What follows belongs to an exercise in optimizing a design on an open flow for small area and a short achievable clock period; a production flow would make more cautious choices.

==> module echo_train_gen, before the edit <==
module echo_train_gen #(
  parameter int N_ECHO  = 5,
  parameter int DW      = 10,
  parameter int CNT_W   = 16,
  parameter int PERIOD  = 200,
  parameter int NOISE_W = 4
) (
  input  logic                          clk,
  input  logic                          reset,
  input  logic                          start,
  input  logic                          stop,
  input  logic                          mode,
  input  logic                          noise_en,
  input  logic [8*(N_ECHO+1)-1:0]       amp_i,
  input  logic [CNT_W*(N_ECHO+1)-1:0]   delay_i,
  output logic [DW-1:0]                 sum_o,
  output logic [7:0]                    start_o,
  output logic                          busy,
  output logic                          frame_o
);
  localparam int NP = N_ECHO + 1;
  logic             run_q;
  logic [7:0]       cnt_q;
  logic [15:0]      lfsr_q;
  logic [DW-1:0]    sum_q;
  logic [7:0]       st_q;
  logic             frame_q;
  logic [7:0]       amp_q [NP];
  logic [8:0]       pos_q [NP];
  logic [7:0]       sb_q  [NP];
  logic [7:0]       h1_q  [NP];
  logic [7:0]       h2_q  [NP];
  logic             hc_q  [NP];
  logic [10:0]      y1_q, y2_q;
  logic [7:0]       p0_q;
  logic             last, latch, go;
  function automatic logic [7:0] shape4(input logic [3:0] i);
    case (i)
      4'd0:  shape4 = 8'd71;
      4'd1:  shape4 = 8'd124;
      4'd2:  shape4 = 8'd185;
      4'd3:  shape4 = 8'd235;
      4'd4:  shape4 = 8'd255;
      4'd5:  shape4 = 8'd235;
      4'd6:  shape4 = 8'd185;
      4'd7:  shape4 = 8'd124;
      4'd8:  shape4 = 8'd71;
      4'd9:  shape4 = 8'd35;
      4'd10: shape4 = 8'd14;
      4'd11: shape4 = 8'd5;
      4'd12: shape4 = 8'd2;
      4'd13: shape4 = 8'd5;
      4'd14: shape4 = 8'd14;
      default: shape4 = 8'd35;
    endcase
  endfunction
  assign last  = (cnt_q == 8'(PERIOD - 1));
  assign go    = run_q && !stop;
  assign latch = !stop && (run_q ? (last && mode) : start);
  logic [2:0] pv1_in [NP];    
  logic [8:0] pos_in [NP];
  logic [7:0] sb_in  [NP];    
  logic [5:0] b0_in;          
  always_comb begin
    for (int k = 0; k < NP; k++) begin
      logic [7:0]  a;
      logic [15:0] d;
      logic [10:0] a5;
      logic        hz;
      a  = amp_i[8*k +: 8];
      d  = delay_i[CNT_W*k +: CNT_W];
      a5 = 11'(a) + (11'(a) << 2);
      hz = (d[15:2] == 14'd0);
      b0_in[k]  = hz && d[1:0] == 2'd0 && a[7];
      pv1_in[k] = (hz && d[1:0] == 2'd1) ? {2'd0, a[7]} : (hz && d[1:0] == 2'd0) ? a5[10:8] : 3'd0;
      sb_in[k]  = !hz ? 8'd0 : (d[1:0] == 2'd0) ? 8'd14 : (d[1:0] == 2'd1) ? 8'd5 :
                  (d[1:0] == 2'd2) ? 8'd2 : 8'd0;
      pos_in[k] = (d[15:8] != 8'd0) ? 9'h100 : {1'b1, ~d[7:0]};
    end
  end
  logic [7:0] sb_d [NP];
  for (genvar k = 0; k < NP; k++) begin : g_shape
    logic [8:0] u;
    assign u = pos_q[k];
    assign sb_d[k] = ((u[8:4] == 5'd0 && u[3:0] <= 4'd11) || (u[8:2] == 7'h7F)) ? shape4(u[3:0]) : 8'd0;
  end
  logic [7:0] h1_d [NP];
  logic [7:0] h2_d [NP];
  logic       hc_d [NP];
  for (genvar k = 0; k < NP; k++) begin : g_mul
    etg_mul u_mul (.a(amp_q[k]), .s(sb_q[k]), .h1(h1_d[k]), .h2(h2_d[k]), .hc(hc_d[k]));
  end
  logic [10:0] y1_d, y2_d;
  etg_sum u_sum (
    .h1({h1_q[5], h1_q[4], h1_q[3], h1_q[2], h1_q[1], h1_q[0]}),
    .h2({h2_q[5], h2_q[4], h2_q[3], h2_q[2], h2_q[1], h2_q[0]}),
    .hc({hc_q[5], hc_q[4], hc_q[3], hc_q[2], hc_q[1], hc_q[0]}),
    .y1(y1_d), .y2(y2_d));
  logic [10:0] xs, xns;
  logic [DW-1:0] xsat, xnsat;
  assign xs    = y1_q + y2_q;
  assign xns   = y1_q + y2_q + 11'(lfsr_q[3:0]);
  assign xsat  = xs[10]  ? 10'd1023 : xs[9:0];
  assign xnsat = xns[10] ? 10'd1023 : xns[9:0];
  always_ff @(posedge clk or posedge reset) begin
    if (reset) begin
      run_q   <= 1'b0;
      lfsr_q  <= 16'hACE1;
      sum_q   <= '0;
      st_q    <= '0;
      frame_q <= 1'b0;
    end else begin
      run_q   <= run_q ? !(stop || (last && !mode)) : (start && !stop);
      if (run_q) lfsr_q <= {lfsr_q[0] ^ lfsr_q[2] ^ lfsr_q[3] ^ lfsr_q[5], lfsr_q[15:1]};
      sum_q   <= go ? (noise_en ? xnsat : xsat) : 10'd0;
      st_q    <= go ? p0_q : 8'd0;
      frame_q <= go && last;
    end
  end
  always_ff @(posedge clk) begin
    cnt_q <= (!go || last) ? 8'd0 : cnt_q + 8'd1;
    if (latch) begin
      y1_q <= 11'(b0_in[0]) + 11'(b0_in[1]) + 11'(b0_in[2]);
      y2_q <= 11'(b0_in[3]) + 11'(b0_in[4]) + 11'(b0_in[5]);
      p0_q <= {7'd0, b0_in[0]};
      for (int k = 0; k < NP; k++) begin
        amp_q[k] <= amp_i[8*k +: 8];
        pos_q[k] <= pos_in[k];
        sb_q[k]  <= sb_in[k];
        h1_q[k]  <= {5'd0, pv1_in[k]};
        h2_q[k]  <= 8'd0;
        hc_q[k]  <= 1'b0;
      end
    end else begin
      y1_q <= y1_d;
      y2_q <= y2_d;
      p0_q <= h1_q[0] + h2_q[0] + {7'd0, hc_q[0]};
      for (int k = 0; k < NP; k++) begin
        pos_q[k] <= pos_q[k] + 9'd1;
        sb_q[k]  <= sb_d[k];
        h1_q[k]  <= h1_d[k];
        h2_q[k]  <= h2_d[k];
        hc_q[k]  <= hc_d[k];
      end
    end
  end
  assign sum_o   = sum_q;
  assign start_o = st_q;
  assign frame_o = frame_q;
  assign busy    = run_q;
endmodule
Settings: LEC_CHECK=0, CAP_MARGIN=20, CORE_MARGIN=2, CORE_UTILIZATION=40, SETUP_SLACK_MARGIN=5, SLEW_MARGIN=20; clock period 10.5 ns.
run.sh (not shown) runs the stock make flow with config.mk's settings and CLKGATE_MAP_FILE= SYNTH_SCRIPT=/design/flow/synth_recipe.tcl, a recipe that flattens the netlist after the stock synthesis.
The first run completed with no timing, DRC or antenna violations.
Rerun with:
--- a/flow/design.v
+++ b/flow/design.v
@@ -32,32 +32,14 @@
   logic [7:0]       h2_q  [NP];
   logic             hc_q  [NP];
   logic [10:0]      y1_q, y2_q;
   logic [7:0]       p0_q;
-  logic             last, latch, go;
-  function automatic logic [7:0] shape4(input logic [3:0] i);
-    case (i)
-      4'd0:  shape4 = 8'd71;
-      4'd1:  shape4 = 8'd124;
-      4'd2:  shape4 = 8'd185;
-      4'd3:  shape4 = 8'd235;
-      4'd4:  shape4 = 8'd255;
-      4'd5:  shape4 = 8'd235;
-      4'd6:  shape4 = 8'd185;
-      4'd7:  shape4 = 8'd124;
-      4'd8:  shape4 = 8'd71;
-      4'd9:  shape4 = 8'd35;
-      4'd10: shape4 = 8'd14;
-      4'd11: shape4 = 8'd5;
-      4'd12: shape4 = 8'd2;
-      4'd13: shape4 = 8'd5;
-      4'd14: shape4 = 8'd14;
-      default: shape4 = 8'd35;
-    endcase
-  endfunction
-  assign last  = (cnt_q == 8'(PERIOD - 1));
-  assign go    = run_q && !stop;
-  assign latch = !stop && (run_q ? (last && mode) : start);
+  logic             last, go;
+  logic             last_q;
+  logic ld;
+  assign last = last_q;
+  assign go   = run_q && !stop;
+  assign ld   = !run_q || last_q;
   logic [2:0] pv1_in [NP];    
   logic [8:0] pos_in [NP];
   logic [7:0] sb_in  [NP];    
   logic [5:0] b0_in;          
@@ -81,9 +63,14 @@
   logic [7:0] sb_d [NP];
   for (genvar k = 0; k < NP; k++) begin : g_shape
     logic [8:0] u;
     assign u = pos_q[k];
-    assign sb_d[k] = ((u[8:4] == 5'd0 && u[3:0] <= 4'd11) || (u[8:2] == 7'h7F)) ? shape4(u[3:0]) : 8'd0;
+    logic       win;
+    logic [7:0] s4;
+    assign win = (u[8:4] == 5'd0 && u[3:0] <= 4'd11) || (u[8:2] == 7'h7F);
+    localparam logic [127:0] SHAPE4 = 128'h230e0502050e23477cb9ebffebb97c47;
+    assign s4 = SHAPE4[8*u[3:0] +: 8];
+    assign sb_d[k] = win ? s4 : 8'd0;
   end
   logic [7:0] h1_d [NP];
   logic [7:0] h2_d [NP];
   logic       hc_d [NP];
@@ -117,10 +104,11 @@
       frame_q <= go && last;
     end
   end
   always_ff @(posedge clk) begin
-    cnt_q <= (!go || last) ? 8'd0 : cnt_q + 8'd1;
-    if (latch) begin
+    cnt_q  <= ld ? 8'd0 : cnt_q + 8'd1;
+    last_q <= run_q && cnt_q == 8'(PERIOD - 2);
+    if (ld) begin
       y1_q <= 11'(b0_in[0]) + 11'(b0_in[1]) + 11'(b0_in[2]);
       y2_q <= 11'(b0_in[3]) + 11'(b0_in[4]) + 11'(b0_in[5]);
       p0_q <= {7'd0, b0_in[0]};
       for (int k = 0; k < NP; k++) begin
Via count went down by 3.5%. Fmax rose by 11%. Clock skew came out higher by 0.0088 ns. Design area falls by about 6%. Clock-buffer cell count came out lower by 5. Non-clock buffer count fell by 3. Cell count came out lower by 5.0%.
No run of this note included a check of the RTL's function; only the layout flow was run.

-- afterwards: timing with drivers on the ports --
No port has a modelled driver above. Below, the same layouts with a new extraction and two added sets of constraints. Step 1 (the two cells are an assumption about what drives the block):
set clk [get_ports {clk}]
set_driving_cell -lib_cell sky130_fd_sc_hd__clkbuf_16 $clk
set_driving_cell -lib_cell sky130_fd_sc_hd__buf_2 [delete_from_list [all_inputs] $clk]
Step 2, shift: input delay + t, output delay - t, t = (earliest + latest rising clock arrival at the registers) / 2. This alone moves slack from input paths to output paths. Slacks: ideal ports / drivers / drivers and shift; pairs: ideal ports / drivers.
| run | shift t [ns] | setup slack, ns | slew at the worst register clock pin (ns) | worst slew at a driven data input, ns | pins driven straight from the clock port |
|---|---|---|---|---|---|
| the first run | 0.626 | 5.634 / 5.670 / 5.044 | 0.06 / 0.06 | 0.05 | 1 |
| the second run | 0.611 | 6.122 / 6.159 / 5.548 | 0.07 / 0.07 | 0.05 | 1 |
After both steps every run listed still meets setup and hold. For the first run, which loses most, drivers alone change the setup slack by +0.036 ns; drivers and shift together by -0.590 ns.
